From an optimization exercise on the open Yosys and OpenROAD flow, aimed at small area, a short achievable clock period and few clock cycles per item; shortcuts taken in it are not production practice.
At most, simulation tests tie the RTL to the original design; equivalence was not proved.
Power figures rest on the tool's default switching activity, not on a simulated workload.

// sig_accumulator
module sig_accumulator #(
   parameter int               DATA_W      = 1459,
   parameter int               SIG_W       = 32,
   parameter int               NUM_SAMPLES = 256,
   parameter logic [SIG_W-1:0] SEED        = '0,
   localparam int              CHUNKS      = (DATA_W + SIG_W - 1) / SIG_W,
   localparam int              CNT_W       = $clog2(NUM_SAMPLES + 1)
) (
   input  logic                 clk,
   input  logic                 rst_n,
   input  logic                 start,
   input  logic                 in_valid,
   input  logic [DATA_W-1:0]    in_data,
   output logic                 in_ready,
   output logic [SIG_W-1:0]     sig,
   output logic                 sig_valid,
   output logic                 busy,
   output logic [CNT_W-1:0]     sample_cnt
);
==> flow/config.mk <==
export PLATFORM = sky130hd
export DESIGN_NAME = sig_accumulator
export DESIGN_NICKNAME = sig_accumulator
export VERILOG_FILES = /design/flow/design.v
export SDC_FILE = /design/flow/constraint.sdc
export NUM_CORES = 4
export LEC_CHECK = 0
export CAP_MARGIN = 20
export CORE_AREA = 5 5 335 335
export DIE_AREA = 0 0 340 340
export SETUP_SLACK_MARGIN = 3.0
export SLEW_MARGIN = 20
==> flow/constraint.sdc <==
create_clock -name core_clock -period 5.0 [get_ports {clk}]
set_input_delay 1.0000 -clock core_clock [delete_from_list [all_inputs] [get_ports {clk}]]
set_output_delay 1.0000 -clock core_clock [all_outputs]
set_load 0.01 [all_outputs]
standard.sh (not shown) runs the stock make flow with config.mk's settings and CLKGATE_MAP_FILE= SYNTH_SCRIPT=/design/flow/synth_recipe.tcl, a recipe that flattens the netlist after the stock synthesis.
==> flow/flow/run.sh <==
#!/bin/bash
# The standard layout (standard.sh), with two placement settings:
#  - port buffers are sky130_fd_sc_hd__buf_1 (the default pick is a delay cell);
#  - the in_data pins that feed one signature bit, and that bit's sig pin, are placed as one
#    group on the die's edge, so each bit's XOR tree sits next to its pins.
# ORFS writes each step's full log under orfs/logs; make's own output goes to run.log here.
set -euo pipefail
cd "$(dirname "$0")/.."

DW=1459; SW=32; CH=$(( (DW + SW - 1) / SW ))
groups=""
for ((j = 0; j < SW; j++)); do
  g=""
  for ((c = 0; c < CH; c++)); do
    k=$(( ((j - (CH - 1 - c)) % SW + SW) % SW ))
    b=$(( c * SW + k ))
    if (( b < DW )); then g+="in_data[$b] "; fi
  done
  g+="sig[$j]"
  groups+=" -group_pins {$g}"
done

export BUFFER_PORTS_ARGS="-buffer_cell sky130_fd_sc_hd__buf_1"
export CTS_ARGS="-sink_clustering_enable -repair_clock_nets -sink_clustering_size 40 -sink_clustering_max_diameter 300"
# The clock pin is placed by flow/pre_io.tcl at the middle of the left edge.
export PRE_IO_PLACEMENT_TCL="$PWD/flow/pre_io.tcl"
export PLACE_PINS_ARGS="-min_distance 0.68 -exclude left:$(( 340 / 2 - 5 ))-$(( 340 / 2 + 5 ))${groups}"

bash standard.sh > run.log 2>&1
==> flow/flow/pre_io.tcl <==
# Place the clock pin first, at the middle of the left edge on a met3 track, and keep the
# other pins a few microns away from it: the clock net is routed with wider spacing than
# the signal pins are placed at.
set block [ord::get_db_block]
set die [$block getDieArea]
set dbu [$block getDefUnits]
set ymid [expr {[$die yMax] / 2.0 / $dbu}]
set k [expr {int(($ymid - 0.34) / 0.68)}]
set y [expr {0.34 + 0.68 * $k}]
place_pin -pin_name clk -layer met3 -location [list 0 $y] -force_to_die_boundary
==> next run, changes <==
--- a/flow/flow/run.sh
+++ b/flow/flow/run.sh
@@ -23,3 +23,2 @@
 export BUFFER_PORTS_ARGS="-buffer_cell sky130_fd_sc_hd__buf_1"
-export CTS_ARGS="-sink_clustering_enable -repair_clock_nets -sink_clustering_size 40 -sink_clustering_max_diameter 300"
 # The clock pin is placed by flow/pre_io.tcl at the middle of the left edge.
--- a/flow/config.mk
+++ b/flow/config.mk
@@ -10,3 +10,3 @@
 export DIE_AREA = 0 0 340 340
-export SETUP_SLACK_MARGIN = 3.0
+export SETUP_SLACK_MARGIN = 3.2
 export SLEW_MARGIN = 20
After rerunning:
- The changed run went through all stages and came out clean
- sequential share of layout area drops by 0.79 points
- wire length goes up by 2.7%
- non-clock buffer count goes down by 1
- utilization increases by 1.6 points
- hold slack hardly moves
- final area came out higher by 6.9%
- synthesized area does not change
- power is higher by 3.0%
==> next run, changes <==
--- a/flow/flow/run.sh
+++ b/flow/flow/run.sh
@@ -23,2 +23,3 @@
 export BUFFER_PORTS_ARGS="-buffer_cell sky130_fd_sc_hd__buf_1"
+export CTS_ARGS="-repair_clock_nets"
 # The clock pin is placed by flow/pre_io.tcl at the middle of the left edge.
--- a/flow/config.mk
+++ b/flow/config.mk
@@ -10,3 +10,3 @@
 export DIE_AREA = 0 0 340 340
-export SETUP_SLACK_MARGIN = 3.2
+export SETUP_SLACK_MARGIN = 3.0
 export SLEW_MARGIN = 20
The changed run finished clean.
Design area fell by about 6.5%.
Die area is unchanged.
Critical path depth is unchanged.
Core utilization went down by 1.6 points.
Clock-buffer cell count is unchanged.
Via count came out lower by 0.84%.
Global-route usage fell by 0.31 points.
Sequential power stays flat.
==> next run, changes <==
--- a/flow/flow/run.sh
+++ b/flow/flow/run.sh
@@ -23,3 +23,2 @@
 export BUFFER_PORTS_ARGS="-buffer_cell sky130_fd_sc_hd__buf_1"
-export CTS_ARGS="-repair_clock_nets"
 # The clock pin is placed by flow/pre_io.tcl at the middle of the left edge.
--- a/flow/config.mk
+++ b/flow/config.mk
@@ -9,2 +9,4 @@
 export CORE_AREA = 5 5 335 335
+export CTS_CLUSTER_DIAMETER = 150
+export CTS_CLUSTER_SIZE = 30
 export DIE_AREA = 0 0 340 340
The new run ran to the end with no violations.
Cell area is unchanged.
Count of clock-buffer cells in the layout stays the same.
Hold slack stays the same.
==> next run, changes <==
--- a/flow/config.mk
+++ b/flow/config.mk
@@ -9,4 +9,3 @@
 export CORE_AREA = 5 5 335 335
-export CTS_CLUSTER_DIAMETER = 150
-export CTS_CLUSTER_SIZE = 30
+export CTS_BUF_LIST = sky130_fd_sc_hd__clkbuf_8
 export DIE_AREA = 0 0 340 340
Result: Non-clock buffer count drops by 1; final area drops by 0.69%; worst setup slack loses 0.099 ns; final cell count hardly moves; via count is about the same; routed wire length stays flat; global-route usage is about the same; combinational power stays flat; critical path depth does not change.
==> next run, changes <==
--- a/flow/config.mk
+++ b/flow/config.mk
@@ -9,3 +9,2 @@
 export CORE_AREA = 5 5 335 335
-export CTS_BUF_LIST = sky130_fd_sc_hd__clkbuf_8
 export DIE_AREA = 0 0 340 340
What happened: The new run produced a clean layout; clock-buffer cell count stays the same; synthesized area stays the same; core utilization rose by 0.16 points; global-route usage hardly moves; wire length is about the same; worst setup slack improved by 0.099 ns; design area came out higher by 0.70%; final cell count is about the same.
Function was not checked in any run of this note: the RTL went through the layout flow alone.

* * *

## 12-03
Another version of the RTL of sig_accumulator (not shown whole).
For scale: roughly 1,600 cells after synthesis.
Design sig_accumulator, start of the top module:
module sig_accumulator #(
   parameter int               DATA_W      = 1459,
   parameter int               SIG_W       = 32,
   parameter int               NUM_SAMPLES = 256,
   parameter logic [SIG_W-1:0] SEED        = '0,
   localparam int              CHUNKS      = (DATA_W + SIG_W - 1) / SIG_W,
   localparam int              CNT_W       = $clog2(NUM_SAMPLES + 1)
) (
   input  logic                 clk,
   input  logic                 rst_n,
   input  logic                 start,
   input  logic                 in_valid,
   input  logic [DATA_W-1:0]    in_data,
   output logic                 in_ready,
   output logic [SIG_W-1:0]     sig,
   output logic                 sig_valid,
   output logic                 busy,
   output logic [CNT_W-1:0]     sample_cnt
);
   localparam int HOLD_W = CHUNKS * SIG_W;
   localparam logic [CNT_W-1:0] CNT_LAST = CNT_W'(NUM_SAMPLES - 1);
   logic              busy_q, valid_q;
   logic [CNT_W-1:0]  cnt_q;
   logic [SIG_W-1:0]  sig_q;
   logic [HOLD_W-1:0] pad;
   logic [SIG_W-1:0]  base;
   logic [SIG_W-1:0]  folded;
   logic              xfer;
   assign pad = HOLD_W'(in_data);
   always_comb begin
      for (int j = 0; j < SIG_W; j++)
         base[j] = sig_q[(j - CHUNKS % SIG_W + SIG_W) % SIG_W];
   end
   always_comb begin
      for (int j = 0; j < SIG_W; j++) begin
         logic [CHUNKS:0] terms;
         for (int c = 0; c < CHUNKS; c++)
            terms[c] = pad[c*SIG_W + (j - (CHUNKS - 1 - c) % SIG_W + SIG_W) % SIG_W];
         terms[CHUNKS] = base[j];
         folded[j] = ^terms;
      end
   end
   assign xfer = busy_q && in_valid;
   always_ff @(posedge clk) begin
      if (!rst_n) begin
         busy_q  <= 1'b0;
         valid_q <= 1'b0;
         cnt_q   <= '0;
         sig_q   <= '0;
      end else if (!busy_q) begin
         if (start) begin
            busy_q  <= 1'b1;
            valid_q <= 1'b0;
            cnt_q   <= '0;
            sig_q   <= SEED;
         end
      end else if (in_valid) begin
         sig_q <= folded;
         cnt_q <= cnt_q + 1'b1;
         if (cnt_q == CNT_LAST) begin
            busy_q  <= 1'b0;
            valid_q <= 1'b1;
         end
      end
   end
  ...
export LEC_CHECK = 0
export CAP_MARGIN = 20
export CORE_AREA = 5 5 415 415
export DIE_AREA = 0 0 420 420
export SLEW_MARGIN = 20
create_clock -name core_clock -period 5.0 [get_ports {clk}]
run.sh (not shown) runs the stock make flow with config.mk's settings and CLKGATE_MAP_FILE= SYNTH_SCRIPT=/design/flow/synth_recipe.tcl, a recipe that flattens the netlist after the stock synthesis.
Stock flow here: none of the scripts above is used.
12-03 reached the end of the flow, and the finished layout is clean on the timing, design-rule and antenna checks.
Testbench counts of 12-03, summed over its fixed seeds: cycles 6,176, items 6,144.
The following lists how 07-18 was set up differently from 12-03:
==> flow/flow/run.sh (new file) <==
#!/bin/bash
# The standard layout (standard.sh), with two placement settings:
#  - port buffers are sky130_fd_sc_hd__buf_1 (the default pick is a delay cell);
#  - the in_data pins that feed one signature bit, and that bit's sig pin, are placed as one
#    group on the die's edge, so each bit's XOR tree sits next to its pins.
# Every tool's output goes to the ORFS logs under orfs/logs and to run.log here.
set -euo pipefail
cd "$(dirname "$0")/.."

DW=1459; SW=32; CH=$(( (DW + SW - 1) / SW ))
groups=""
for ((j = 0; j < SW; j++)); do
  g=""
  for ((c = 0; c < CH; c++)); do
    k=$(( ((j - (CH - 1 - c)) % SW + SW) % SW ))
    b=$(( c * SW + k ))
    if (( b < DW )); then g+="in_data[$b] "; fi
  done
  g+="sig[$j]"
  groups+=" -group_pins {$g}"
done

export BUFFER_PORTS_ARGS="-buffer_cell sky130_fd_sc_hd__buf_1"
export PLACE_PINS_ARGS="${PIN_SPACING_ARGS:-}$groups"
if [[ -f flow/pins.env ]]; then source flow/pins.env; fi
export PLACE_PINS_ARGS="${PIN_SPACING_ARGS:-}$groups"

bash standard.sh > run.log 2>&1
==> flow/standard.sh (new file) <==
#!/bin/bash
# synth_recipe.tcl (not shown) runs the flow's synth.tcl, then flattens the netlist and writes it again
# the make line also repeats each setting of config.mk as NAME=value (left out here)
make -C /OpenROAD-flow-scripts/flow DESIGN_CONFIG=/design/flow/config.mk WORK_HOME=/design/flow/orfs CLKGATE_MAP_FILE= SYNTH_SCRIPT=/design/flow/synth_recipe.tcl "${@:-finish}"
removed: flow/run.sh
- Synthesized cell area came out exactly the same in 12-03 and 07-18.
- From 12-03 to 07-18 the numbers moved as follows: arithmetic-cell share of the synthesized area counting full adders, half adders and majority gates ~0 delta, share of flip-flops with an asynchronous set or reset ~0 delta, synthesized area per cell ~0 delta.
- What ended 07-18 was a tool error in 3_2_place_iop; the run never finished.
- Synthesized instance count delta (07-18 -> 12-03): insignificant
- Share of synthesized cell area in and, or, nand and nor gates delta (07-18 -> 12-03): insignificant

* * *

== alpha ==
Another version of the RTL of sig_accumulator (not shown whole).
Size: ~1600 cells after synthesis, roughly 110 flip-flops, ~16000 um^2 of cells after synthesis.
clock: 5.0 ns
lec_check: 0
cap_margin: 20
core_area: 5 5 335 335
die_area: 0 0 340 340
setup_slack_margin: 3.0
slew_margin: 20
standard.sh (not shown) runs the stock make flow with config.mk's settings and CLKGATE_MAP_FILE= SYNTH_SCRIPT=/design/flow/synth_recipe.tcl, a recipe that flattens the netlist after the stock synthesis.
==> flow/flow/run.sh <==
#!/bin/bash
# The standard layout (standard.sh), with two placement settings:
#  - port buffers are sky130_fd_sc_hd__buf_1 (the default pick is a delay cell);
#  - the in_data pins that feed one signature bit, and that bit's sig pin, are placed as one
#    group on the die's edge, so each bit's XOR tree sits next to its pins.
# ORFS writes each step's full log under orfs/logs; make's own output goes to run.log here.
set -euo pipefail
cd "$(dirname "$0")/.."

DW=1459; SW=32; CH=$(( (DW + SW - 1) / SW ))
groups=""
for ((j = 0; j < SW; j++)); do
  g=""
  for ((c = 0; c < CH; c++)); do
    k=$(( ((j - (CH - 1 - c)) % SW + SW) % SW ))
    b=$(( c * SW + k ))
    if (( b < DW )); then g+="in_data[$b] "; fi
  done
  g+="sig[$j]"
  groups+=" -group_pins {$g}"
done

export BUFFER_PORTS_ARGS="-buffer_cell sky130_fd_sc_hd__buf_1"
# The clock pin is placed by flow/pre_io.tcl at the middle of the left edge.
export PRE_IO_PLACEMENT_TCL="$PWD/flow/pre_io.tcl"
export PLACE_PINS_ARGS="-min_distance 0.68 -exclude left:$(( 340 / 2 - 5 ))-$(( 340 / 2 + 5 ))${groups}"

bash standard.sh > run.log 2>&1
==> flow/flow/pre_io.tcl <==
# Place the clock pin first, at the middle of the left edge on a met3 track, and keep the
# other pins a few microns away from it: the clock net is routed with wider spacing than
# the signal pins are placed at.
set block [ord::get_db_block]
set die [$block getDieArea]
set dbu [$block getDefUnits]
set ymid [expr {($die yMax) / 2.0 / $dbu}]
set k [expr {int(($ymid - 0.34) / 0.68)}]
set y [expr {0.34 + 0.68 * $k}]
place_pin -pin_name clk -layer met3 -location [list 0 $y] -force_to_die_boundary
As the logs show, alpha stopped at 3_2_place_iop after a tool error, so it never reached the end of the flow.
Testbench counts of alpha, summed over its fixed seeds: cycles 6,224, items 6,144.
Here is what was changed in the inputs of beta compared with alpha.
- putting CTS_CLUSTER_SIZE at 10 where nothing was set
- putting CTS_CLUSTER_DIAMETER at 50 where nothing was set
- swapping 5 5 335 335 for 5 5 515 515 in CORE_AREA
- swapping 0 0 340 340 for 0 0 520 520 in DIE_AREA
-- flow/flow/run.sh --
<<< alpha, line 23
export BUFFER_PORTS_ARGS="-buffer_cell sky130_fd_sc_hd__buf_1"
# The clock pin is placed by flow/pre_io.tcl at the middle of the left edge.
export PRE_IO_PLACEMENT_TCL="$PWD/flow/pre_io.tcl"
export PLACE_PINS_ARGS="-min_distance 0.68 -exclude left:$(( 340 / 2 - 5 ))-$(( 340 / 2 + 5 ))${groups}"

>>> beta, line 23
export BUFFER_PORTS_ARGS="-buffer_cell sky130_fd_sc_hd__buf_1"
export CTS_BUF_DISTANCE=150
export PLACE_PINS_ARGS="${groups# }"

removed: flow/flow/pre_io.tcl
Notes after the runs:
As far as synthesized cell count goes, beta and alpha are indistinguishable; the numbers are identical. In the reports for alpha and beta, the smaller initial core utilization belongs to beta. Diff alpha..beta | count of flip-flops with a built-in enable after synthesis | unchanged. On post-synthesis share of cell area spent on full adders, half adders and majority gates, alpha and beta are neck and neck. Diff alpha -> beta: fraction of synthesis flops using an asynchronous set or reset pin saw little to no change; vertical die dimension rose 53%. Summary across alpha and beta: the single failing run is alpha. alpha did not run to completion, as it errored out during 3_2_place_iop. As far as mean area per synthesized cell goes, alpha and beta are indistinguishable; the numbers are identical. In the tables for alpha and beta, number of placement rows reads lower with alpha. As far as post-synthesis compound-gate area fraction goes, alpha and beta are indistinguishable; the numbers are identical. Chip width came out higher on beta than on alpha.

* * *

old:
sig_accumulator, a different RTL version from the one above (not shown whole).
Size: about 79 flip-flops, about 1500 I/O pins, ~15000 µm² of cells after synthesis.
## sig_accumulator
module sig_accumulator #(
   parameter int               DATA_W      = 1459,
   parameter int               SIG_W       = 32,
   parameter int               NUM_SAMPLES = 256,
   parameter logic [SIG_W-1:0] SEED        = '0,
   localparam int              CHUNKS      = (DATA_W + SIG_W - 1) / SIG_W,
   localparam int              CNT_W       = $clog2(NUM_SAMPLES + 1)
) (
   input  logic                 clk,
   input  logic                 rst_n,
   input  logic                 start,
   input  logic                 in_valid,
   input  logic [DATA_W-1:0]    in_data,
   output logic                 in_ready,
   output logic [SIG_W-1:0]     sig,
   output logic                 sig_valid,
   output logic                 busy,
   output logic [CNT_W-1:0]     sample_cnt
);
clock: 5.0 ns
lec_check: 0
cap_margin: 20
core_area: 5 5 415 415
cts_cluster_diameter: 50
cts_cluster_size: 10
die_area: 0 0 420 420
setup_slack_margin: 3.0
slew_margin: 20
==> flow/flow/run.sh <==
#!/bin/bash
# The standard layout (standard.sh), with two placement settings:
#  - port buffers are sky130_fd_sc_hd__buf_1 (the default pick is a delay cell);
#  - the in_data pins that feed one signature bit, and that bit's sig pin, are placed as one
#    group on the die's edge, so each bit's XOR tree sits next to its pins.
# ORFS writes each step's full log under orfs/logs; make's own output goes to run.log here.
set -euo pipefail
cd "$(dirname "$0")/.."

DW=1459; SW=32; CH=$(( (DW + SW - 1) / SW ))
groups=""
for ((j = 0; j < SW; j++)); do
  g=""
  for ((c = 0; c < CH; c++)); do
    k=$(( ((j - (CH - 1 - c)) % SW + SW) % SW ))
    b=$(( c * SW + k ))
    if (( b < DW )); then g+="in_data[$b] "; fi
  done
  g+="sig[$j]"
done

export BUFFER_PORTS_ARGS="-buffer_cell sky130_fd_sc_hd__buf_1"

bash standard.sh > run.log 2>&1
old went all the way through the flow, and no timing, DRC or antenna check failed.
Testbench counts of old, summed over its fixed seeds: cycles 6,200, items 6,144.
The following lists how new was set up differently from old:
- a change of DIE_AREA from 0 0 420 420 to 0 0 520 520
- a change of CORE_AREA from 5 5 415 415 to 5 5 515 515
--- a/flow/flow/run.sh
+++ b/flow/flow/run.sh
@@ -19,0 +20 @@
+  groups+=" -group_pins {$g}"
@@ -22,0 +24 @@
+export PLACE_PINS_ARGS="${groups# }"
--- outcome ---
Compared to old, new has pin count of the biggest net entering global routing 10 lower. Diff old -> new | post-cts sizing count | down by more than half. [new vs old] total iterations of the first detailed-routing run: lower in new. Taking old as the reference, in new total of fill cells in the finished design saw an increase, clock latency at the later pin of the worst-skew pair saw little to no change, relative slew slack saw an increase, global-route usage saw a decrease. old → new: total power of the final layout went down by 1400 µW; post-route cell area decreased about 6.4%. Of old and new, the run reporting the higher final cell count without fillers was new.

separate check: timing with driven ports:
Ports are ideal in the flow. The routed layouts listed here were re-timed in OpenROAD.
Step 1 sets driving cells, clkbuf_16 on the clock port and buf_2 on the other inputs (assumed; they add their load-dependent delay and slew).
Step 2 times the ports against the registers' clock, not the clock port: input delays grow and output delays shrink by t, the midpoint of the rising clock arrivals with the driver on.
Three values: ideal ports, drivers, drivers and shift; two values: the first two.
run | t (ns) | setup WS [ns] | worst hold slack (ns) | worst setup path at the end | cell pins on the clock port's net
the first run of note 1 | 0.524 | 3.046 / 3.000 / 2.731 | 0.363 / 0.363 / 0.363 | input to register | 1
the second run of note 1 | 0.520 | 3.041 / 2.996 / 2.722 | 0.362 / 0.362 / 0.362 | input to register | 1
the third run of note 1 | 0.524 | 3.046 / 3.000 / 2.731 | 0.363 / 0.363 / 0.363 | input to register | 1
the fourth run of note 1 | 0.524 | 3.046 / 3.000 / 2.731 | 0.363 / 0.363 / 0.363 | input to register | 1
the fifth run of note 1 | 0.601 | 2.947 / 2.905 / 2.748 | 0.371 / 0.371 / 0.371 | input to register | 1
the sixth run of note 1 | 0.524 | 3.046 / 3.000 / 2.731 | 0.363 / 0.363 / 0.363 | input to register | 1
12-03 | 0.431 | 1.766 / 1.804 / 1.373 | 0.487 / 0.487 / 0.487 | input to register | 1
beta | 0.556 | 2.956 / 2.884 / 2.515 | 0.363 / 0.363 / 0.363 | input to register | 1
old | 0.477 | 2.832 / 2.811 / 2.335 | 0.441 / 0.441 / 0.441 | input to register | 1
new | 0.492 | 2.917 / 2.849 / 2.641 | 0.449 / 0.449 / 0.449 | input to register | 1
After both steps every run listed still meets setup and hold. The setup slack of old, which loses most, moves by -0.021 ns with the drivers and by -0.497 ns with both steps.
